This is an optimization exercise on Yosys and OpenROAD, whose aim is small area, not a production implementation.
The RTL was checked by simulation tests, not by an equivalence proof against the original design.
No activity file was given, so power comes from the tool's default toggle rates.

==> flow/run.sh <==
#!/bin/bash
# synth_recipe.tcl (not shown) runs the flow's synth.tcl, then flattens the netlist and writes it again
# the make line also repeats each setting of config.mk as NAME=value (left out here)
make -C /OpenROAD-flow-scripts/flow DESIGN_CONFIG=/design/flow/config.mk WORK_HOME=/design/flow/orfs CLKGATE_MAP_FILE= SYNTH_SCRIPT=/design/flow/synth_recipe.tcl finish
==> flow/config.mk <==
export PLATFORM = sky130hd
export DESIGN_NAME = codec2_frame_encoder
export DESIGN_NICKNAME = codec2_frame_encoder
export VERILOG_FILES = /design/flow/design.v
export SDC_FILE = /design/flow/constraint.sdc
export NUM_CORES = 4
export LEC_CHECK = 0
export CAP_MARGIN = 20
export CORE_MARGIN = 2
export CORE_UTILIZATION = 40
export SLEW_MARGIN = 20
==> flow/constraint.sdc <==
create_clock -name core_clock -period 8.0 [get_ports {clk}]
set_input_delay 1.6000 -clock core_clock [delete_from_list [all_inputs] [get_ports {clk}]]
set_output_delay 1.6000 -clock core_clock [all_outputs]
set_load 0.01 [all_outputs]
==> flow/design.v <==
package lsp_pkg;
	typedef logic [16-1:0] lsp_t;
	typedef logic [$clog2(16)-1:0] lsp_index_t;
	function automatic lsp_t lsp_codebook(input int row, input int entry);
		lsp_codebook = 16'hffff;
		case (row)
			0:
				case (entry)
					0: lsp_codebook = 800;
					1: lsp_codebook = 1000;
					2: lsp_codebook = 1200;
					3: lsp_codebook = 1400;
					4: lsp_codebook = 1600;
					5: lsp_codebook = 1800;
					6: lsp_codebook = 2000;
					7: lsp_codebook = 2200;
					8: lsp_codebook = 2400;
					9: lsp_codebook = 2600;
					10: lsp_codebook = 2800;
					11: lsp_codebook = 3000;
					12: lsp_codebook = 3200;
					13: lsp_codebook = 3400;
					14: lsp_codebook = 3600;
					15: lsp_codebook = 3800;
					default: lsp_codebook = 16'hffff;
				endcase
			1:
				case (entry)
					0: lsp_codebook = 1600;
					1: lsp_codebook = 1900;
					2: lsp_codebook = 2200;
					3: lsp_codebook = 2500;
					4: lsp_codebook = 2800;
					5: lsp_codebook = 3100;
					6: lsp_codebook = 3400;
					7: lsp_codebook = 3700;
					8: lsp_codebook = 4000;
					9: lsp_codebook = 4300;
					10: lsp_codebook = 4600;
					11: lsp_codebook = 4900;
					12: lsp_codebook = 5200;
					13: lsp_codebook = 5500;
					14: lsp_codebook = 5800;
					15: lsp_codebook = 6100;
					default: lsp_codebook = 16'hffff;
				endcase
			2:
				case (entry)
					0: lsp_codebook = 3000;
					1: lsp_codebook = 3400;
					2: lsp_codebook = 3800;
					3: lsp_codebook = 4200;
					4: lsp_codebook = 4600;
					5: lsp_codebook = 5000;
					6: lsp_codebook = 5400;
					7: lsp_codebook = 5800;
					8: lsp_codebook = 6200;
					9: lsp_codebook = 6600;
					10: lsp_codebook = 7000;
					11: lsp_codebook = 7400;
					12: lsp_codebook = 7800;
					13: lsp_codebook = 8200;
					14: lsp_codebook = 8600;
					15: lsp_codebook = 9000;
					default: lsp_codebook = 16'hffff;
				endcase
			3:
				case (entry)
					0: lsp_codebook = 4000;
					1: lsp_codebook = 4500;
					2: lsp_codebook = 5000;
					3: lsp_codebook = 5500;
					4: lsp_codebook = 6000;
					5: lsp_codebook = 6500;
					6: lsp_codebook = 7000;
					7: lsp_codebook = 7500;
					8: lsp_codebook = 8000;
					9: lsp_codebook = 8500;
					10: lsp_codebook = 9000;
					11: lsp_codebook = 9500;
					12: lsp_codebook = 10000;
					13: lsp_codebook = 10500;
					14: lsp_codebook = 11000;
					15: lsp_codebook = 11500;
					default: lsp_codebook = 16'hffff;
				endcase
			4:
				case (entry)
					0: lsp_codebook = 6000;
					1: lsp_codebook = 6600;
					2: lsp_codebook = 7200;
					3: lsp_codebook = 7800;
					4: lsp_codebook = 8400;
					5: lsp_codebook = 9000;
					6: lsp_codebook = 9600;
					7: lsp_codebook = 10200;
					8: lsp_codebook = 10800;
					9: lsp_codebook = 11400;
					10: lsp_codebook = 12000;
					11: lsp_codebook = 12600;
					12: lsp_codebook = 13200;
					13: lsp_codebook = 13800;
					14: lsp_codebook = 14400;
					15: lsp_codebook = 15000;
					default: lsp_codebook = 16'hffff;
				endcase
			5:
				case (entry)
					0: lsp_codebook = 8000;
					1: lsp_codebook = 8700;
					2: lsp_codebook = 9400;
					3: lsp_codebook = 10100;
					4: lsp_codebook = 10800;
					5: lsp_codebook = 11500;
					6: lsp_codebook = 12200;
					7: lsp_codebook = 12900;
					8: lsp_codebook = 13600;
					9: lsp_codebook = 14300;
					10: lsp_codebook = 15000;
					11: lsp_codebook = 15700;
					12: lsp_codebook = 16400;
					13: lsp_codebook = 17100;
					14: lsp_codebook = 17800;
					15: lsp_codebook = 18500;
					default: lsp_codebook = 16'hffff;
				endcase
			6:
				case (entry)
					0: lsp_codebook = 10000;
					1: lsp_codebook = 10800;
					2: lsp_codebook = 11600;
					3: lsp_codebook = 12400;
					4: lsp_codebook = 13200;
					5: lsp_codebook = 14000;
					6: lsp_codebook = 14800;
					7: lsp_codebook = 15600;
					8: lsp_codebook = 16400;
					9: lsp_codebook = 17200;
					10: lsp_codebook = 18000;
					11: lsp_codebook = 18800;
					12: lsp_codebook = 19600;
					13: lsp_codebook = 20400;
					14: lsp_codebook = 21200;
					15: lsp_codebook = 22000;
					default: lsp_codebook = 16'hffff;
				endcase
			7:
				case (entry)
					0: lsp_codebook = 14000;
					1: lsp_codebook = 15200;
					2: lsp_codebook = 16400;
					3: lsp_codebook = 17600;
					4: lsp_codebook = 18800;
					5: lsp_codebook = 20000;
					6: lsp_codebook = 21200;
					7: lsp_codebook = 22400;
					default: lsp_codebook = 16'hffff;
				endcase
			8:
				case (entry)
					0: lsp_codebook = 18000;
					1: lsp_codebook = 19500;
					2: lsp_codebook = 21000;
					3: lsp_codebook = 22500;
					4: lsp_codebook = 24000;
					5: lsp_codebook = 25500;
					6: lsp_codebook = 27000;
					7: lsp_codebook = 28500;
					default: lsp_codebook = 16'hffff;
				endcase
			9:
				case (entry)
					0: lsp_codebook = 24000;
					1: lsp_codebook = 28000;
					2: lsp_codebook = 32000;
					3: lsp_codebook = 36000;
					default: lsp_codebook = 16'hffff;
				endcase
			default: lsp_codebook = 16'hffff;
		endcase
	endfunction
	function automatic int lsp_cb_size(input int row);
		if (row < 7)
			lsp_cb_size = 16;
		else if (row < 9)
			lsp_cb_size = 8;
		else
			lsp_cb_size = 4;
	endfunction
	function automatic int lsp_index_bits(input int row);
		if (row < 7)
			lsp_index_bits = 4;
		else if (row < 9)
			lsp_index_bits = 3;
		else
			lsp_index_bits = 2;
	endfunction
endpackage
package frame_pkg;
	typedef enum logic [1:0]
	{
		IDLE,
		QUANT,
		DONE
	} enc_state_t;
	typedef logic [48-1:0] frame_bits_t;
	typedef logic [8-1:0] woe_index_t;
endpackage
module lsp_loader
(
	input  logic clk,
	input  logic rst,
	input  logic start,
	input  logic [10*16-1:0] lsp_in,
	input  logic voiced_first,
	input  logic voiced_second,
	input  frame_pkg::woe_index_t woe_index,
	input  logic frame_complete,
	output logic lane_start,
	output logic [10*16-1:0] lane_value,
	output logic voiced_first_q,
	output logic voiced_second_q,
	output frame_pkg::woe_index_t woe_index_q
);
	frame_pkg::enc_state_t state;
	logic accept;
	logic [10*16-1:0] lsp_q;
	assign accept = start && (state != frame_pkg::QUANT);
	always_ff @(posedge clk or negedge rst)
	begin
		if (!rst)
		begin
			state <= frame_pkg::IDLE;
			lane_start <= 1'b0;
		end
		else
		begin
			lane_start <= accept;
			if (accept)
				state <= frame_pkg::QUANT;
			else if (state == frame_pkg::QUANT && frame_complete)
				state <= frame_pkg::DONE;
		end
	end
	always_ff @(posedge clk)
	begin
		if (accept)
		begin
			lsp_q <= lsp_in;
			voiced_first_q <= voiced_first;
			voiced_second_q <= voiced_second;
			woe_index_q <= woe_index;
		end
	end
	assign lane_value = lsp_q;
endmodule
module lsp_scalar_quantizer
#(
	parameter int unsigned lane_num = 0
)
(
	input  logic clk,
	input  logic rst,
	input  logic start,
	input  lsp_pkg::lsp_t value,
	output lsp_pkg::lsp_index_t index,
	output logic done
);
	localparam int unsigned entries = lsp_pkg::lsp_cb_size(lane_num);
	localparam logic [$clog2(16)-1:0] last_ptr = entries - 1;
	logic busy;
	logic last;
	logic better;
	lsp_pkg::lsp_index_t ptr;
	lsp_pkg::lsp_index_t best_idx;
	lsp_pkg::lsp_t best_diff;
	lsp_pkg::lsp_t first_diff;
	lsp_pkg::lsp_t cur_diff;
	lsp_pkg::lsp_t first_entry;
	lsp_pkg::lsp_t cur_entry;
	assign first_entry = lsp_pkg::lsp_codebook(lane_num, 0);
	assign cur_entry = lsp_pkg::lsp_codebook(lane_num, ptr);
	assign first_diff = (value >= first_entry) ? value - first_entry :
		first_entry - value;
	assign cur_diff = (value >= cur_entry) ? value - cur_entry :
		cur_entry - value;
	assign better = cur_diff < best_diff;
	assign last = busy && (ptr == last_ptr);
	always_ff @(posedge clk or negedge rst)
	begin
		if (!rst)
		begin
			busy <= 1'b0;
			ptr <= '0;
			done <= 1'b0;
		end
		else
		begin
			done <= last;
			if (start)
			begin
				busy <= 1'b1;
				ptr <= 1;
			end
			else if (last)
			begin
				busy <= 1'b0;
				ptr <= '0;
			end
			else if (busy)
				ptr <= ptr + 1'b1;
		end
	end
	always_ff @(posedge clk)
	begin
		if (start)
		begin
			best_idx <= '0;
			best_diff <= first_diff;
		end
		else if (busy && better)
		begin
			best_idx <= ptr;
			best_diff <= cur_diff;
		end
		if (last)
			index <= better ? ptr : best_idx;
	end
endmodule
module frame_packer
(
	input  logic clk,
	input  logic rst,
	input  logic lane_start,
	input  logic [10*$clog2(16)-1:0] lane_index,
	input  logic [10-1:0] lane_done,
	input  logic voiced_first_q,
	input  logic voiced_second_q,
	input  frame_pkg::woe_index_t woe_index_q,
	output frame_pkg::frame_bits_t encoded_bits,
	output logic done_frame,
	output logic frame_complete
);
	localparam int iw = $clog2(16);
	logic [10-1:0] reported;
	logic [10*iw-1:0] held_index;
	frame_pkg::frame_bits_t frame_word;
	logic all_held;
	assign all_held = &reported;
	always_ff @(posedge clk)
	begin
		for (int l = 0; l < 10; l++)
		begin
			if (lane_done[l])
				held_index[l*iw +: iw] <= lane_index[l*iw +: iw];
		end
	end
	always_comb
	begin
		int pos;
		lsp_pkg::lsp_index_t idx;
		lsp_pkg::lsp_index_t gray;
		frame_word = '0;
		frame_word[48-1] = voiced_first_q;
		frame_word[48-2] = voiced_second_q;
		frame_word[48-3 -: 8] = woe_index_q ^ (woe_index_q >> 1);
		pos = 48 - 2 - 8;
		for (int l = 0; l < 10; l++)
		begin
			idx = held_index[l*iw +: iw];
			gray = idx ^ (idx >> 1);
			pos = pos - lsp_pkg::lsp_index_bits(l);
			for (int b = 0; b < lsp_pkg::lsp_index_bits(l); b++)
				frame_word[pos + b] = gray[b];
		end
	end
	always_ff @(posedge clk or negedge rst)
	begin
		if (!rst)
		begin
			reported <= '0;
			frame_complete <= 1'b0;
			done_frame <= 1'b0;
			encoded_bits <= '0;
		end
		else
		begin
			if (lane_start || all_held)
				reported <= '0;
			else
				reported <= reported | lane_done;
			frame_complete <= all_held;
			if (all_held)
				encoded_bits <= frame_word;
			if (lane_start)
				done_frame <= 1'b0;
			else if (frame_complete)
				done_frame <= 1'b1;
		end
	end
endmodule
module codec2_frame_encoder
(
	input  logic clk,
	input  logic rst,
	input  logic start,
	input  logic [10*16-1:0] lsp_in,
	input  logic voiced_first,
	input  logic voiced_second,
	input  frame_pkg::woe_index_t woe_index,
	output frame_pkg::frame_bits_t encoded_bits,
	output logic done_frame
);
	logic voiced_first_q;
	logic voiced_second_q;
	frame_pkg::woe_index_t woe_index_q;
	logic frame_complete;
	logic lane_start;
	logic [10*16-1:0] lane_value;
	logic [10*$clog2(16)-1:0] lane_index;
	logic [10-1:0] lane_done;
	lsp_loader u_loader
	(
		.clk (clk),
		.rst (rst),
		.start (start),
		.lsp_in (lsp_in),
		.voiced_first (voiced_first),
		.voiced_second (voiced_second),
		.woe_index (woe_index),
		.frame_complete (frame_complete),
		.lane_start (lane_start),
		.lane_value (lane_value),
		.voiced_first_q (voiced_first_q),
		.voiced_second_q (voiced_second_q),
		.woe_index_q (woe_index_q)
	);
	for (genvar g = 0; g < 10; g++)
	begin : g_lane
		lsp_scalar_quantizer #(.lane_num(g)) u_quant
		(
			.clk (clk),
			.rst (rst),
			.start (lane_start),
			.value (lane_value[g*16 +: 16]),
			.index (lane_index[g*$clog2(16) +: $clog2(16)]),
			.done (lane_done[g])
		);
	end
	frame_packer u_packer
	(
		.clk (clk),
		.rst (rst),
		.lane_start (lane_start),
		.lane_index (lane_index),
		.lane_done (lane_done),
		.voiced_first_q (voiced_first_q),
		.voiced_second_q (voiced_second_q),
		.woe_index_q (woe_index_q),
		.encoded_bits (encoded_bits),
		.done_frame (done_frame),
		.frame_complete (frame_complete)
	);
endmodule
==> summary.txt <==
CTS
The number of buffers on the longest clock path is 3. The number of setup buffers added after CTS is 0. The worst-skew pair later-pin latency is 650 ps. The H-tree was split into 3 levels.

TritonCTS built the clock tree. The clock sink count is 568. TritonCTS created 73 clock buffers. The clock slew seen by the registers of the worst setup and hold paths is 60 ps. After clock tree synthesis, the repair step resized 0 gates.

The cell sitting at the root of the clock tree is a sky130_fd_sc_hd__clkbuf_16. Buffers inserted to repair hold after CTS numbered 0.

STA
The summed negative setup slack over all endpoints is 0 ps. Setup repair after global routing left no endpoint under its margin. The maximum achievable frequency is 147.5 MHz. The relative max-transition margin is 0.3442. The minimum clock period after layout is 6780 ps.

Clock skew on the completed layout was measured at 34.49 ps. The number of hold-slack violations in the final timing report is 0. The post-route fraction of the period consumed by the critical path is 0.8476. The max-slew violation count came to 0. The final setup violation count is 0. The actual slew at the worst max-slew pin is 971.0 ps.

Worst setup path
The library cell contributing the largest single delay on the critical path is sky130_fd_sc_hd__dfrtp_1. STA classifies the critical path startpoint as a flop. The data required time at the worst endpoint is 8190 ps.

The peak per-stage delay on the critical path is 660 ps. The arrival time reported for the critical path endpoint is 6970 ps. The maximum net fanout on the critical path is 16. The worst setup path is captured at a flop. The worst setup path is of the flop to flop kind. Walking the worst path, the cells encountered are inv_1 -> ha_1 -> mux4_2 -> ha_1 -> and3_1 -> and2_1 -> a21boi_0 -> nor2_1 -> a21oi_1 -> buf_4 -> nor4b_1 -> nor3_1 -> or2_2 -> ha_1 -> nand2_1 -> nor2_1 -> o21ai_0 -> o21ai_0 -> o211ai_1 -> a31oi_1 -> nand2_1. The cell repeated most along the worst path is sky130_fd_sc_hd__ha_1.

Pwr
The power density relative to cell area is 464.2 mW/mm². The power after layout is 23.01 mW. The worst ir drop on vdd is 0.1976 mV. The leakage power summed over all cells is 21.40 nW.

Cells and area
The sequential cell area is 0.01606 mm². The antenna diode count is 0. Leaving out filler cells and counting taps, the final layout contains 6293.

The number of nets at the end of the flow is 5479. In the final layout, the share of cells above drive strength 1 is 0.07215. The number of fillers in the final layout is 10.41k. The area overhead of the layout relative to synthesis is 13.75%. In the final layout, the multi-input gates occupy 0.02487 mm².

Detailed routing
The detailed router placed 33.85k vias in this run. The count of nets left with antenna violations once routing finished came out at 0. After the first detailed-routing iteration, the DRC count stood at 2520. The total wire length after detailed routing is 110900 µm. The final routed wire length divided by cell count is 17.63 µm.

The first-pass iteration count of the detailed router is 5. The via density per instance is 5.379. For this run, design rule violations remaining after detail routing come to 0.

Synth
The cell count after synthesis came out at 4699. The post-synthesis instance area is 0.04357 mm². The flop and latch count out of synthesis is 568. The portion of the post-synthesis area used by sequential elements is 0.3686. The warning count from the yosys run is 12.

Averaged over all synthesized cells, the footprint is 9.272 µm². For this run, the leading register cell type out of synthesis is sky130_fd_sc_hd__edfxtp_1. By area the synthesized netlist is led by sky130_fd_sc_hd__edfxtp_1, sky130_fd_sc_hd__ha_1, sky130_fd_sc_hd__dfrtp_1. The synthesized netlist contains 96 unique library cells. The share of synthesized flip-flops with an asynchronous set or reset is 0.2130. The number of synthesized flops with an enable pin is 408.

Of the post-synthesis cell area, the dominant cell type holds 0.2812. The library cell with the largest summed area after synthesis is sky130_fd_sc_hd__edfxtp_1.

GRT
The number of antenna violations at the first check in global routing is 1. met2 is the most crowded layer. The global route total overflow is 0. The met2 track utilization from global routing is 0.3193. Entering global routing, the biggest net connects 151 pins. For this run, the total global-route usage over all layers was measured as 0.1956. For met1 alone, demand over resource in global routing was 0.2715. For met3 alone, demand over resource in global routing was 0.02598. The number of global-route vias before repair is 32.69k. The first global-routing pass estimated 177500 µm of wire.

Floorplanning
For this configuration, the core starts out at a cell density of 0.4019. The die covers 0.1116 mm². The region available for standard cell placement spans 0.1084 mm². In this run the count of I/O pins placed on the die edge is 222. The die is 334.0 µm wide. The row count is 121.

The floorplan step set the die height to 334.0 µm.

Placed design
The number of placed instances, taps included, is 6157. Input and output buffers added on the ports amount to 219. The weighted congestion at the end of routability-driven global placement is 0.9263.

The sum of net half-perimeters after detailed placement is 83740 µm.

Hold path
The min-delay analysis places its worst path in the category flop to flop.

Run status
The run finished with no timing, DRC or antenna violations.

Job
The number of maximum-capacitance constraint violations is 0.
[cells in the final DEF (no fill, tap or decap), types with 107 or more instances in the layout]
cell type	instances
sky130_fd_sc_hd__inv_1	484
sky130_fd_sc_hd__ha_1	475
sky130_fd_sc_hd__edfxtp_1	408
sky130_fd_sc_hd__a21oi_1	386
sky130_fd_sc_hd__nor2_1	341
sky130_fd_sc_hd__nand2_1	332
sky130_fd_sc_hd__o21ai_0	237
sky130_fd_sc_hd__xnor2_1	235
sky130_fd_sc_hd__clkdlybuf4s50_1	218
sky130_fd_sc_hd__a21o_1	132
sky130_fd_sc_hd__mux2_2	123
sky130_fd_sc_hd__dfrtp_1	120
sky130_fd_sc_hd__mux2i_1	114
sky130_fd_sc_hd__nand3_1	107
[cells by family (layout without fill, tap and decap cells)]
kind of cell,count (synthesis),in the layout,synth area share
adders and majority gates,488,488,0.1424
muxes,238,238,0.05850
and+or+nand+nor,1199,1199,0.1306
AOI/OAI and AO/OA,1214,1214,0.1780
xor gates and xnor gates,298,298,0.05990
buffers and inverters,693,872,0.06194
other,1,2,0.00008607
DFF,568,568,0.3686
[through the flow]
step / worst slack, ps / util / hold slack (ps) / instance area [µm²]
final: 1220 / 0.4572 / 407.5 / 49560
after global routing: 730.2 / 0.4572 / 420.7 / 49560
after CTS: 1189 / 0.4570 / 416.0 / 49540
after detailed placement: 1221 / 0.4332 / 404.5 / 46960
after global placement: 1376 / 0.4332 / 401.0 / 46960
after floorplan: 1296 / - / 400.3 / 43580
[state kept, by name, indices dropped and copies added, names as in the netlist, 2 cells and up]
signal                    count
g_lane.u_quant.index         39
g_lane.u_quant.best_diff    160
u_loader.state                2
u_packer.encoded_bits        46
u_packer.held_index          39
u_loader.lsp_q              160
u_loader.woe_index_q          8
g_lane.u_quant.best_idx      39
g_lane.u_quant.busy          10
g_lane.u_quant.ptr           40
g_lane.u_quant.done          10
u_packer.reported            10
[critical path: cells and delay by family, from the launching register on]
kind / cells / cell delay [ps]
AO/OA/AOI/OAI: 6 / 1260
adder cells (fa/ha/maj): 3 / 1210
buffers and inverters: 2 / 360
flip-flops: 1 / 660
multiplexers: 1 / 560
AND/OR/NAND/NOR: 9 / 2280
[Yosys cell counts (all sizes together), types with 37 or more instances]
| master | count |
|---|---|
| o21ai | 243 |
| a21o | 132 |
| nand4 | 47 |
| dfrtp | 121 |
| edfxtp | 408 |
| nor2 | 342 |
| nand2b | 40 |
| xnor2 | 235 |
| mux2 | 123 |
| xor2 | 63 |
| mux2i | 114 |
| a21oi | 387 |
| o21a | 82 |
| inv | 484 |
| clkbuf | 160 |
| nand2 | 332 |
| buf | 47 |
| and3 | 37 |
| o211ai | 48 |
| dfxtp | 39 |
| nand3 | 107 |
| a31oi | 47 |
| nor3 | 94 |
| ha | 475 |
[report_power, final]
part           leakage, nW  internal, mW  switching [mW]
combinational         14.5          6.25            8.23
sequential            5.62          4.44           0.568
clock                 1.26          2.16            1.35
total                 21.4          12.9            10.2
[final cells by class]
type,instances,share of cell area
multi-input cells,3439,0.5018
flip-flops and latches,568,0.3241
repair buffers,250,0.04946
clock buffers,96,0.04191
inverters,486,0.03683
well taps,1414,0.03570
clock inverters,40,0.01017
[path summary, 6_finish.rpt]
kind / startpoint / end / slack, ps / cells past startpoint
max in group asynchronous: rst / g_lane[0].u_quant.done / 5680 / 2
worst max register to register: g_lane[4].u_quant.ptr[0] / g_lane[4].u_quant.best_diff[2] / 1220 / 21
worst max-delay path: g_lane[4].u_quant.ptr[0] / g_lane[4].u_quant.best_diff[2] / 1220 / 21
worst min-delay path: g_lane[3].u_quant.index[0] / u_packer.held_index[12] / 410 / 0
min in group asynchronous: rst / g_lane[7].u_quant.ptr[2] / 950 / 1
worst min register to register: g_lane[3].u_quant.index[0] / u_packer.held_index[12] / 410 / 0
[layer usage]
layer	vias up	wire, µm
li1	17010	-
met1	15980	52940
met2	739	50630
met3	122	5150
met4	0	2215
met5	-	0

static timing again, ports no longer ideal:
In the flow no input, the clock included, has a driving cell. The finished layout below was timed again as built, in two steps. Step 1 (the two cells are an assumption about what drives the block):
set clk [get_ports {clk}]
set_driving_cell -lib_cell sky130_fd_sc_hd__clkbuf_16 $clk
set_driving_cell -lib_cell sky130_fd_sc_hd__buf_2 [delete_from_list [all_inputs] $clk]
Step 2, shift: input delay + t, output delay - t, t = (earliest + latest rising clock arrival at the registers) / 2. This alone moves slack from input paths to output paths. a / b / c = ideal / step 1 / step 2; a / b = the first two.
t (ns): 0.706
setup slack, ns: 1.220 / 1.220 / 1.220
hold WS [ns]: 0.407 / 0.407 / 0.407
worst setup path at the end: register to register
slew at the worst register clock pin (ns): 0.07 / 0.07
After both steps setup and hold are still met in this run. For this run, drivers alone change the setup slack by 0.000 ns; drivers and shift together by 0.000 ns.
